This is an optimization exercise on Yosys and OpenROAD, whose aim is small area, a short achievable clock period and few clock cycles per item, not a production implementation. Only simulation tests tie the RTL to the original design; equivalence was not proved.

==> flow/design.v (outline; a module is shown in full before it is edited, if it fits) <==
// module rpq_palette_regs: 75 lines
// module rpq_distance_lane: 773 lines
// module rpq_argmin_tree: 73 lines
// module redmean_palette_quantizer: 139 lines
module redmean_palette_quantizer #(
    parameter int PALETTE_ENTRIES = 8
)
(
    input  logic        clk,
    input  logic        rst_n,
    input  logic        in_valid,
    output logic        in_stall,
    input  logic [7:0]  red,
    input  logic [7:0]  green,
    input  logic [7:0]  blue,
    output logic        out_valid,
    input  logic        out_stall,
    output logic [2:0]  best_index,
    input  logic        cfg_valid,
    output logic        cfg_ready,
    input  logic [2:0]  cfg_index,
    input  logic [47:0] cfg_data
);
  // ...
==> flow/run.sh <==
#!/bin/bash
# synth_recipe.tcl (not shown) runs the flow's synth.tcl, then flattens the netlist and writes it again
# the make line also repeats each setting of config.mk as NAME=value (left out here)
make -C /OpenROAD-flow-scripts/flow DESIGN_CONFIG=/design/flow/config.mk WORK_HOME=/design/flow/orfs CLKGATE_MAP_FILE= SYNTH_SCRIPT=/design/flow/synth_recipe.tcl finish
==> flow/config.mk <==
export PLATFORM = sky130hd
export DESIGN_NAME = redmean_palette_quantizer
export DESIGN_NICKNAME = redmean_palette_quantizer
export VERILOG_FILES = /design/flow/design.v
export SDC_FILE = /design/flow/constraint.sdc
export NUM_CORES = 4
export LEC_CHECK = 0
export CAP_MARGIN = 20
export CORE_MARGIN = 2
export CORE_UTILIZATION = 55
export SETUP_SLACK_MARGIN = 3.3
export SLEW_MARGIN = 20
==> flow/constraint.sdc <==
create_clock -name core_clock -period 7.0 [get_ports {clk}]
set_input_delay 1.4000 -clock core_clock [delete_from_list [all_inputs] [get_ports {clk}]]
set_output_delay 1.4000 -clock core_clock [all_outputs]
set_load 0.01 [all_outputs]
==> impl_metrics.py, run 1 <==
metrics = {
    "place": {
        "postPlaceCellArea_um2": 120000,
        "port_buffers": 84,
        "place_congestion": 0.934,
    },
    "layout": {
        "multi_input_area_share": 0.638,
        "comb.multi_input.count": 8300,
        "final-instance-count-excl-fill": 14828,
    },
    "drt": {
        "wirelength_um": 312000,
        "wl_per_cell_um": 21.1,
    },
    "clock_network": {
        "cts_sinks": 1328,
        "clkSlewWorstSetupHoldPaths_ns": 0.07,
        "cts-root-buf": "clkbuf_16",
        "clk_latency_ns": 0.84,
    },
    "floorplan": {
        "dieWidth_um": 464,
    },
    "min_path": {
        "holdCritStartpoint": "valid_reg[2]",
        "worstHoldEndpoint": "valid_reg[3]",
    },
    "sta": {
        "maxSlewHeadroom": 0.197,
        "post-route-period-util": 0.525,
        "tightest_slew_ns": 1.20,
    },
    "critical_path": {
        "critPathMaxFanout": 6,
        "endpoint_kind": "flop",
        "r2r-start": "u_argmin.odd_wins_q[2]",
    },
    "synthesis": {
        "syn_avg_cell_area_um2": 9.96,
        "syn_area_um2": 117000,
        "synth_area_leaders": "fa_1 25%, dfxtp_1 19%, ha_1 13%",
    },
    "outcome": {
        "status": "complete, no violations",
    },
}
Testbench counts, summed over its fixed seeds: cycles 8,232, items 8,192.
==> inputs of run 2 (changes only) <==
--- a/flow/config.mk
+++ b/flow/config.mk
@@ -7,6 +7,7 @@
 export LEC_CHECK = 0
 export CAP_MARGIN = 20
 export CORE_MARGIN = 2
-export CORE_UTILIZATION = 55
+export CORE_UTILIZATION = 40
+export CTS_BUF_LIST = sky130_fd_sc_hd__clkbuf_4 sky130_fd_sc_hd__clkbuf_8
 export SETUP_SLACK_MARGIN = 3.3
 export SLEW_MARGIN = 20
==> run 2 against run 1 <==
Effect of this change: global-route usage shrank 8.7 points; cell count rose by 8.0%; largest cell class unchanged; count of clock-buffer cells in the layout up 132; critical endpoint is now q_idx[1][0]; area after synthesis is the same; highest routed layer is now met5; worst setup slack worse by 0.0038 ns.
==> impl_metrics.py, run 2 <==
metrics = {
    "sta": {
        "min_period_ns": 3.68,
        "rsz0062_at_grt": "yes",
        "post-route-period-util": 0.525,
        "fin_setup_tns_ns": 0,
        "fmax_mhz": 272,
        "tightest_slew_ns": 1.14,
        "slew_viol_final": 0,
        "holdWs_ns": 0.293,
        "maxSlewHeadroom": 0.241,
        "finalHoldViolations": 0,
        "clock_skew_ns": 0.0926,
        "setup_viol": 0,
    },
    "floorplan": {
        "num_io_pins": 86,
        "die_h_um": 544,
        "dieWidth_um": 544,
        "rows": 198,
        "die-area_um2": 296000,
        "coreArea_um2": 291000,
        "initial_core_util": 0.401,
    },
    "layout": {
        "fillers": 27830,
        "layout-drive-gt1-share": 0.103,
        "multi_input_area_um2": 82300,
        "final_cell_mix": "1742 x inv_1, 1431 x fa_1, 1206 x ha_1, 907 x dfxtp_1, 840 x nand2_1",
        "largest_reg_flops": 192,
        "fin_area_um2": 130000,
        "seq_area_um2": 28200,
        "final_nets": 14647,
        "syn_to_final_growth_pct": 11.8,
        "layout_commonest_cell": "inv_1",
    },
    "drt": {
        "wl_met2_um": 140000,
        "wirelength_um": 304000,
        "drt_first_pass_iters": 6,
        "drt-met1-wl_um": 136000,
        "via_count": 80106,
        "drc": 0,
        "routed.top_layer": "met5",
        "ant_nets": 0,
        "wl_per_cell_um": 19.0,
        "wl_met3_um": 16500,
        "first_iter_violations": 4888,
        "vias_per_cell": 5.00,
    },
    "clock_network": {
        "cts_sinks": 1328,
        "clockBufferDepth": 4,
        "cts-root-buf": "clkbuf_8",
        "clk_latency_ns": 1.01,
        "clkSlewWorstSetupHoldPaths_ns": 0.07,
        "cts_buffers": 234,
        "cts_tree": "yes",
        "htree_levels": 4,
        "hold_buffers": 0,
    },
    "synthesis": {
        "synth_area_leaders": "fa_1 25%, dfxtp_1 19%, ha_1 13%",
        "synth_common_cells": "1767 x inv_1, 1440 x fa_1, 1224 x ha_1",
        "yosysMostFrequentCell": "inv_1",
        "netlist_instances": 11710,
        "syn_avg_cell_area_um2": 9.96,
        "syn_area_um2": 117000,
        "yosysSeqAreaShare": 0.239,
        "yosys_warnings": 6,
        "async_flop_share": 0.158,
        "synth_edf_count": 18,
        "syn-num-nets": 14454,
        "yosysTopAreaCell": "fa_1",
        "yosysUniqueCellTypes": 85,
        "ys_ff_latch": 1328,
        "synth_ff_type": "dfxtp_1",
        "synth_top_area_frac": 0.247,
    },
    "critical_path": {
        "path_cells": "buf_12, buf_12, mux2i_4, inv_1, ha_1, a21o_1, a221oi_2, o211ai_1, a211oi_2, nor2b_1, and3b_1, a311o_2, mux2_2",
        "crit_path_start_kind": "flop",
        "crit_slowest_cell": "a311o_2",
        "endpoint_kind": "flop",
        "slowest_delay_ns": 0.42,
        "ff2ff_setup_slack_ns": 3.32,
        "cpMostUsedCell": "buf_12",
        "arrival_ns": 4.41,
        "r2r-start": "u_argmin.odd_wins_q[2]",
        "critPathMaxFanout": 6,
        "required_ns": 7.73,
        "worstRegToRegCells": 13,
        "reg2reg_to": "q_idx[1][0]",
        "critPathKind": "reg2reg",
    },
    "global_routing": {
        "grt_max_degree": 125,
        "grt_overflow": 0,
        "grt_usage": 0.206,
        "grt_pass1_vias": 81201,
        "grt_antenna_before_repair": 36,
        "grt_pass1_wl_um": 472000,
    },
    "place": {
        "place_congestion": 0.907,
        "postPlaceCellArea_um2": 122000,
        "port_buffers": 84,
        "dp_hpwl_um": 237000,
    },
    "outcome": {
        "status": "complete, no violations",
    },
    "flow_run": {
        "drv_cap": 0,
    },
    "min_path": {
        "worstHoldPathType": "in2async",
    },
}
## run 2: cell types whose count changed in the layout (fill, tap and decap cells not counted), sizes merged
| cell | before | now |
|---|---|---|
| buf | 227 | 185 |
| clkbuf | 215 | 347 |
| bufinv | 14 | 32 |
| clkinvlp | 14 | 12 |
| inv | 1780 | 1767 |
| clkinv | 41 | 43 |
| diode | 11 | 18 |
| clkdlybuf4s50 | 77 | 82 |
| dlymetal6s2s | 0 | 1 |
## run 2: through the flow
step / cells / utilization / setup slack (ns)
2_1_floorplan: 11710 / - / 3.25
3_3_place_gp: 15435 / 0.419 / 2.11
3_5_place_dp: 15435 / 0.419 / 2.13
4_1_cts: 15881 / 0.441 / 3.24
5_1_grt: 16008 / 0.448 / 3.17
6_report: 16015 / 0.448 / 3.32
## run 2: critical path, delay by kind of cell, from the launching register on
kind | cells | cell delay, ns
AO/OA/AOI/OAI | 5 | 1.33
multiplexers | 2 | 0.65
buffers and inverters | 3 | 0.45
flip-flops | 1 | 0.40
adder cells (fa/ha/maj) | 1 | 0.32
AND/OR/NAND/NOR | 2 | 0.28
## run 2: final cells by class
class,count,share of cell area
clock inverter,87,0.00988
timing repair buffer,272,0.0195
antenna,18,0.000346
sequential,1328,0.217
inverter,1767,0.0510
multi-input combinational,8300,0.632
clock buffer,343,0.0335
tap,3900,0.0374
## run 2: routing by layer
| metal | global-route usage | vias to the layer above |
|---|---|---|
| met1 | 0.282 | 39629 |
| met2 | 0.334 | 1718 |
| met5 | 0 | - |
| li1 | - | 38299 |
| met4 | 0.0746 | 2 |
| met3 | 0.0272 | 458 |
## run 2: cells by family (layout without fill, tap and decap cells)
| group | after synthesis | after routing | share of synthesized area |
|---|---|---|---|
| xor+xnor | 618 | 618 | 0.0464 |
| simple gates | 2611 | 2611 | 0.114 |
| other cells | 1 | 19 | 0.0000322 |
| flops | 1328 | 1328 | 0.239 |
| fa+ha+maj | 2664 | 2664 | 0.379 |
| mux | 833 | 833 | 0.0734 |
| buf+inv | 2082 | 2469 | 0.0671 |
| compound gates | 1573 | 1573 | 0.0825 |
## run 2: how the worst max path moves through the flow
stage | startpoint | end | slack (ns) | cells past startpoint
global route | g_lane[3].u_lane.row_b_q[1] | u_argmin.odd_wins_q[1] | 3.17 | 13
global placement | blue[1] | g_lane[3].u_lane.t_b[8] | 2.11 | 11
finish | u_argmin.odd_wins_q[2] | q_idx[1][0] | 3.32 | 13
CTS | g_lane[0].u_lane.rm_q[4] | g_lane[0].u_lane.row_b_q[0] | 3.24 | 10
detailed placement | blue[1] | g_lane[7].u_lane.t_b[8] | 2.13 | 11
floorplan | g_lane[0].u_lane.rm_q[0] | g_lane[0].u_lane.row_b_q[0] | 3.25 | 11
## run 2: timing repair
item / CTS / global route
setup buffers: 15 / 114
pin swaps: 19 / 72
resized for setup: 249 / 342
gates cloned: 1 / 2
setup endpoints to repair: 155 / 79
==> inputs of run 3 (changes only) <==
--- a/flow/config.mk
+++ b/flow/config.mk
@@ -5,9 +5,9 @@
 export SDC_FILE = /design/flow/constraint.sdc
 export NUM_CORES = 4
 export LEC_CHECK = 0
+export ABC_AREA = 1
 export CAP_MARGIN = 20
 export CORE_MARGIN = 2
 export CORE_UTILIZATION = 40
-export CTS_BUF_LIST = sky130_fd_sc_hd__clkbuf_4 sky130_fd_sc_hd__clkbuf_8
 export SETUP_SLACK_MARGIN = 3.3
 export SLEW_MARGIN = 20
==> run 3 against run 2 <==
Effect of this change: still clean; via count up 11%; core utilization down 1.0 points; worst setup slack gained 0.030 ns; design area decreased by 0.46%; sequential share of layout area barely moved; count of clock-buffer cells in the layout is 130 lower; first-iteration DRC count grew 36%; fmax is 0.82% higher; critical path type unchanged; critical endpoint is now g_lane[1].u_lane.row_b_q[0]; highest routed layer unchanged.
==> impl_metrics.py, run 3 <==
metrics = {
    "sta": {
        "setup_viol": 0,
        "finalHoldViolations": 0,
        "min_period_ns": 3.65,
        "fmax_mhz": 274,
        "post-route-period-util": 0.521,
        "tightest_slew_ns": 1.08,
        "rsz0062_at_grt": "no",
        "fin_setup_tns_ns": 0,
        "clock_skew_ns": 0.0790,
        "slew_viol_final": 0,
        "maxSlewHeadroom": 0.281,
    },
    "drt": {
        "wirelength_um": 319000,
        "vias_per_cell": 4.89,
        "via_count": 89016,
        "drc": 0,
        "first_iter_violations": 6649,
        "ant_nets": 0,
        "wl_met3_um": 21300,
        "wl_met2_um": 142000,
        "drt-met1-wl_um": 145000,
        "drt_first_pass_iters": 5,
        "routed.top_layer": "met5",
        "wl_per_cell_um": 17.5,
    },
    "global_routing": {
        "grt_pass1_wl_um": 500000,
        "grt_max_degree": 99,
        "grt_usage": 0.211,
        "grt_antenna_before_repair": 33,
        "grt_pass1_vias": 88837,
        "grt_overflow": 0,
    },
    "min_path": {
        "worstHoldPathType": "reg2reg",
    },
    "critical_path": {
        "critPathMaxFanout": 7,
        "slowest_delay_ns": 0.58,
        "path_cells": "inv_1, nand2_1, o21ai_0, fa_1, inv_1, fa_1, fa_1, fa_1, fa_1",
        "endpoint_kind": "flop",
        "cpMostUsedCell": "fa_1",
        "required_ns": 7.67,
        "critPathTopFamily": "adder cells",
        "arrival_ns": 4.32,
        "critPathKind": "reg2reg",
        "crit_slowest_cell": "dfxtp_1",
        "crit_path_start_kind": "flop",
        "critPathBufInv": 2,
    },
    "place": {
        "place_congestion": 0.912,
        "postPlaceCellArea_um2": 123000,
        "dp_hpwl_um": 252000,
        "placed_cells": 17882,
        "port_buffers": 84,
    },
    "synthesis": {
        "synth_ff_type": "dfxtp_1",
        "ys_ff_latch": 1328,
        "synth_area_leaders": "fa_1 24%, dfxtp_1 19%, ha_1 13%",
        "yosysMostFrequentCell": "nand2_1",
        "netlist_instances": 14239,
        "yosysTopAreaCell": "fa_1",
        "syn_avg_cell_area_um2": 8.34,
        "synth_top_area_frac": 0.243,
        "syn_area_um2": 119000,
        "synth_common_cells": "2986 x nand2_1, 2919 x inv_1, 1440 x fa_1",
        "yosysUniqueCellTypes": 66,
        "async_flop_share": 0.158,
        "syn-num-nets": 16983,
        "yosysSeqAreaShare": 0.234,
        "yosys_warnings": 6,
        "synth_edf_count": 18,
    },
    "clock_network": {
        "htree_levels": 4,
        "clkSlewWorstSetupHoldPaths_ns": 0.06,
        "clk_latency_ns": 0.86,
        "hold_buffers": 0,
        "cts_buffers": 160,
        "clockBufferDepth": 4,
        "cts-root-buf": "clkbuf_16",
        "cts_tree": "yes",
        "cts_sinks": 1328,
    },
    "layout": {
        "layout-drive-gt1-share": 0.0480,
        "final_nets": 16876,
        "largest_reg_flops": 192,
        "final_cell_mix": "2984 x nand2_1, 2904 x inv_1, 1439 x fa_1, 1229 x o21ai_0, 1224 x ha_1",
        "layout_commonest_cell": "nand2_1",
        "fillers": 29294,
        "final-instance-count-excl-fill": 18207,
        "syn_to_final_growth_pct": 9.27,
        "fin_area_um2": 130000,
    },
    "floorplan": {
        "rows": 200,
        "dieWidth_um": 549,
        "die_h_um": 549,
        "num_io_pins": 86,
        "initial_core_util": 0.401,
        "coreArea_um2": 296000,
        "die-area_um2": 301000,
    },
    "flow_run": {
        "drv_cap": 0,
    },
    "outcome": {
        "status": "complete, no violations",
    },
}
## run 3: changes by cell type after synthesis, sizes merged, moves of 223 or more
cell   before   now
a21oi     473   696
and2      671    22
inv      1767  2941
mux2i     663    20
nand2     841  2993
nor2      308   547
nor2b     271     2
o21ai     493  1295
xnor2     415   161
xor2      203   509
## run 3: stage by stage
stage / utilization / setup slack [ns] / hold WS [ns]
global route: 0.438 / 3.30 / 0.373
CTS: 0.435 / 3.20 / 0.348
global placement: 0.416 / 1.97 / 0.334
floorplan: - / 3.29 / 0.326
finish: 0.438 / 3.35 / 0.348
detailed placement: 0.416 / 2.79 / 0.335
## run 3: kinds of logic (layout without fill, tap and decap cells)
kind of cell | Yosys count | count (layout) | synth area share
fa+ha+maj | 2664 | 2664 | 0.372
other cells | 1 | 8 | 0.0000316
buf+inv | 3399 | 3421 | 0.109
mux | 22 | 22 | 0.00188
compound gates | 2276 | 2276 | 0.104
xor+xnor | 670 | 670 | 0.0496
flops | 1328 | 1328 | 0.234
simple gates | 3879 | 3879 | 0.129
## run 3: final cells by class
type                    count  area, um2  share of cell area
well taps                3939       4930              0.0380
clock inverters            78       1000             0.00773
inverters                2949      11100              0.0854
clock buffers             213       4570              0.0352
flip-flops and latches   1328      28000               0.216
repair inverters            1       5.00           0.0000386
repair buffers            180       2020              0.0156
diodes                      7       17.5            0.000135
multi-input cells        9512      78100               0.602
## run 3: metal layers
metal,up-vias,track usage
li1,43618,-
met1,42528,0.296
met2,2438,0.337
met3,428,0.0274
met4,4,0.0687
met5,-,0
## run 3: final timing paths
check / start / to / slack, ns / depth (start not counted)
worst min-delay path: valid_reg[2] / valid_reg[3] / 0.35 / 0
worst min register to register: valid_reg[2] / valid_reg[3] / 0.35 / 0
max in group asynchronous: rst_n / u_palette.g_entry[2].entry_reg[23] / 5.25 / 2
worst max-delay path: g_lane[1].u_lane.sq_r_q[5] / g_lane[1].u_lane.row_b_q[0] / 3.35 / 9
min in group asynchronous: rst_n / stall_reg / 0.52 / 1
worst max register to register: g_lane[1].u_lane.sq_r_q[5] / g_lane[1].u_lane.row_b_q[0] / 3.35 / 9
## run 3: what timing repair did
item                       4_1_cts  5_1_grt
resized for setup               52      186
buffers inserted                 0       17
cloned                           0       10
pin swaps                        0        4
setup endpoints to repair      125       63
==> inputs of run 4 (changes only) <==
--- a/flow/config.mk
+++ b/flow/config.mk
@@ -5,9 +5,8 @@
 export SDC_FILE = /design/flow/constraint.sdc
 export NUM_CORES = 4
 export LEC_CHECK = 0
-export ABC_AREA = 1
-export CAP_MARGIN = 20
+export CAP_MARGIN = 5
 export CORE_MARGIN = 2
 export CORE_UTILIZATION = 40
 export SETUP_SLACK_MARGIN = 3.3
-export SLEW_MARGIN = 20
+export SLEW_MARGIN = 5
==> run 4 against run 3 <==
Effect of this change: still clean; global-route usage is 0.55 points lower; core utilization rose by 0.95 points; sequential cell count did not move; hold slack improved by 0.0050 ns; routed wire length decreased by 4.9%; synthesized cell count fell by 18%; register-to-register slack got worse by 0.04 ns; fmax fell by 1.1%; critical path type unchanged; critical endpoint is now q_idx[1][0].
==> impl_metrics.py, run 4 <==
metrics = {
    "layout": {
        "seq_area_um2": 28200,
        "final-instance-count-excl-fill": 15869,
        "largest_reg_flops": 192,
        "fillers": 27752,
        "final_cell_mix": "1727 x inv_1, 1433 x fa_1, 1198 x ha_1, 909 x dfxtp_1, 840 x nand2_1",
        "final_nets": 14567,
        "layout_commonest_cell": "inv_1",
        "layout-drive-gt1-share": 0.0900,
        "multi_input_area_um2": 82400,
        "syn_to_final_growth_pct": 11.6,
    },
    "global_routing": {
        "grt_usage": 0.206,
        "grt_max_degree": 125,
        "grt_overflow": 0,
        "grt_antenna_before_repair": 34,
        "grt_pass1_vias": 80656,
        "grt_pass1_wl_um": 472000,
    },
    "synthesis": {
        "synth_top_area_frac": 0.247,
        "yosysTopAreaCell": "fa_1",
        "ys_ff_latch": 1328,
        "synth_edf_count": 18,
        "syn-num-nets": 14454,
        "synth_area_leaders": "fa_1 25%, dfxtp_1 19%, ha_1 13%",
        "yosysUniqueCellTypes": 85,
        "synth_ff_type": "dfxtp_1",
        "synth_common_cells": "1767 x inv_1, 1440 x fa_1, 1224 x ha_1",
        "async_flop_share": 0.158,
        "yosysSeqAreaShare": 0.239,
        "syn_avg_cell_area_um2": 9.96,
        "yosysMostFrequentCell": "inv_1",
        "syn_area_um2": 117000,
        "yosys_warnings": 6,
        "netlist_instances": 11710,
    },
    "sta": {
        "maxSlewHeadroom": 0.207,
        "tightest_slew_ns": 1.19,
        "min_period_ns": 3.69,
        "setup_viol": 0,
        "clock_skew_ns": 0.0461,
        "holdWs_ns": 0.353,
        "post-route-period-util": 0.527,
        "fmax_mhz": 271,
        "rsz0062_at_grt": "yes",
        "finalHoldViolations": 0,
        "fin_setup_tns_ns": 0,
        "slew_viol_final": 0,
    },
    "drt": {
        "vias_per_cell": 5.00,
        "wirelength_um": 304000,
        "drc": 0,
        "ant_nets": 0,
        "first_iter_violations": 4717,
        "drt_first_pass_iters": 7,
        "via_count": 79395,
        "wl_per_cell_um": 19.1,
    },
    "flow_run": {
        "drv_cap": 0,
    },
    "floorplan": {
        "die-area_um2": 296000,
        "rows": 198,
        "die_h_um": 544,
        "num_io_pins": 86,
        "initial_core_util": 0.401,
        "dieWidth_um": 544,
        "coreArea_um2": 291000,
    },
    "critical_path": {
        "worstRegToRegCells": 13,
        "cp-startpoint": "u_argmin.odd_wins_q[2]",
        "ff2ff_setup_slack_ns": 3.31,
        "required_ns": 7.56,
        "critPathKind": "reg2reg",
        "endpoint_kind": "flop",
        "cpMostUsedCell": "o211ai_1",
        "crit_slowest_cell": "or4_4",
        "r2r-start": "u_argmin.odd_wins_q[2]",
        "critPathMaxFanout": 11,
        "critPathTopFamily": "compound AO/OA/AOI/OAI gates",
        "slowest_delay_ns": 0.55,
        "critPathBufInv": 3,
        "reg2reg_to": "q_idx[1][0]",
        "path_cells": "buf_4, buf_16, mux2i_4, inv_1, ha_1, nand2_1, or4_4, o211ai_1, a211oi_2, o211ai_1, o32ai_1, a311o_2, mux2_2",
        "arrival_ns": 4.25,
        "crit_path_start_kind": "flop",
    },
    "clock_network": {
        "hold_buffers": 0,
        "clkSlewWorstSetupHoldPaths_ns": 0.06,
        "cts_sinks": 1328,
        "clockBufferDepth": 4,
        "cts_tree": "yes",
        "cts-root-buf": "clkbuf_16",
        "clk_latency_ns": 0.83,
        "htree_levels": 4,
        "cts_buffers": 160,
    },
    "place": {
        "port_buffers": 84,
        "dp_hpwl_um": 237000,
        "placed_cells": 15435,
        "place_congestion": 0.907,
    },
    "min_path": {
        "worstHoldPathType": "reg2reg",
        "holdCritStartpoint": "valid_reg[2]",
        "worstHoldEndpoint": "valid_reg[3]",
        "holdPathStages": 0,
    },
    "outcome": {
        "status": "complete, no violations",
    },
}
## run 4: layout make-up
cell class,count,area share
Antenna cell,25,0.000481
Clock buffer,206,0.0340
Clock inverter,77,0.00684
Inverter,1767,0.0511
Multi-Input combinational cell,8300,0.633
Sequential cell,1328,0.217
Tap cell,3900,0.0375
Timing Repair Buffer,266,0.0200
## run 4: worst register-to-register path: cells and delay by family (launching register included)
kind | cells | cell delay (ns)
AO/OA/AOI/OAI | 5 | 1.02
multiplexers | 2 | 0.68
AND/OR/NAND/NOR | 2 | 0.60
buffers and inverters | 3 | 0.45
flip-flops | 1 | 0.35
adder cells (fa/ha/maj) | 1 | 0.31
## run 4: what timing repair did
| item | in CTS | in global routing |
|---|---|---|
| resized for setup | 256 | 355 |
| pin swaps | 18 | 68 |
| cloned | 2 | 4 |
| buffers inserted | 16 | 104 |
| endpoints found under the setup margin | 162 | 95 |
## run 4: stage by stage
stage               utilization  setup WS (ns)  area (um2)
floorplan                     -           3.25      117000
global placement          0.419           2.11      122000
detailed placement        0.419           2.13      122000
CTS                       0.441           3.30      128000
global route              0.448           3.19      130000
finish                    0.448           3.31      130000
## run 4: how the worst max path moves through the flow
stage                                  endpoint  cells past startpoint
floorplan           g_lane[0].u_lane.row_b_q[0]                     11
finish                              q_idx[1][0]                     13
CTS                                 q_idx[4][0]                     13
global placement        g_lane[3].u_lane.t_b[8]                     11
global route             u_argmin.odd_wins_q[1]                     15
detailed placement      g_lane[7].u_lane.t_b[8]                     11
## run 4: kinds of logic (layout without fill, tap and decap cells)
kind of cell | count (synthesis) | count (layout) | synth area share
AO/OA/AOI/OAI | 1573 | 1573 | 0.0825
XOR/XNOR | 618 | 618 | 0.0464
other | 1 | 26 | 0.0000322
flip-flops | 1328 | 1328 | 0.239
buffers and inverters | 2082 | 2316 | 0.0671
multiplexers | 833 | 833 | 0.0734
adder cells (fa/ha/maj) | 2664 | 2664 | 0.379
AND/OR/NAND/NOR | 2611 | 2611 | 0.114
## run 4: routing by layer
metal	global-route usage	vias to the layer above	share of wire
met2	0.335	1566	0.46
met4	0.0713	4	0.041
met1	0.282	39283	0.45
li1	-	38136	-
met5	0	-	0.000076
met3	0.0248	406	0.054

afterwards: timing with drivers on the ports:
How much do the figures lean on ideal ports? The routed layouts below were timed once more, with nothing changed but the port constraints.
Step 1: set_driving_cell puts a clkbuf_16 on clk and a buf_2 on each other input, an assumption about the parent block.
Step 2, shift: input delay + t, output delay - t, t = (earliest + latest rising clock arrival at the registers) / 2. This alone moves slack from input paths to output paths.
Slacks: ideal ports / drivers / drivers and shift; pairs: ideal ports / drivers.
run	t (ns)	setup WS [ns]	worst hold slack (ns)	slew at the worst register clock pin (ns)	worst data-port slew with drivers (ns)
run 1	0.924	3.327 / 3.327 / 2.698	0.350 / 0.350 / 0.350	0.07 / 0.07	0.15
run 2	1.059	3.323 / 3.323 / 2.448	0.293 / 0.246 / 0.354	0.08 / 0.08	0.29
run 3	0.916	3.353 / 3.353 / 2.686	0.348 / 0.348 / 0.348	0.07 / 0.07	0.17
run 4	0.911	3.314 / 3.314 / 2.780	0.353 / 0.353 / 0.353	0.08 / 0.08	0.32
After both steps setup and hold are still met in every run listed. For run 2, which loses most, drivers alone change the setup slack by 0.000 ns; drivers and shift together by -0.875 ns.
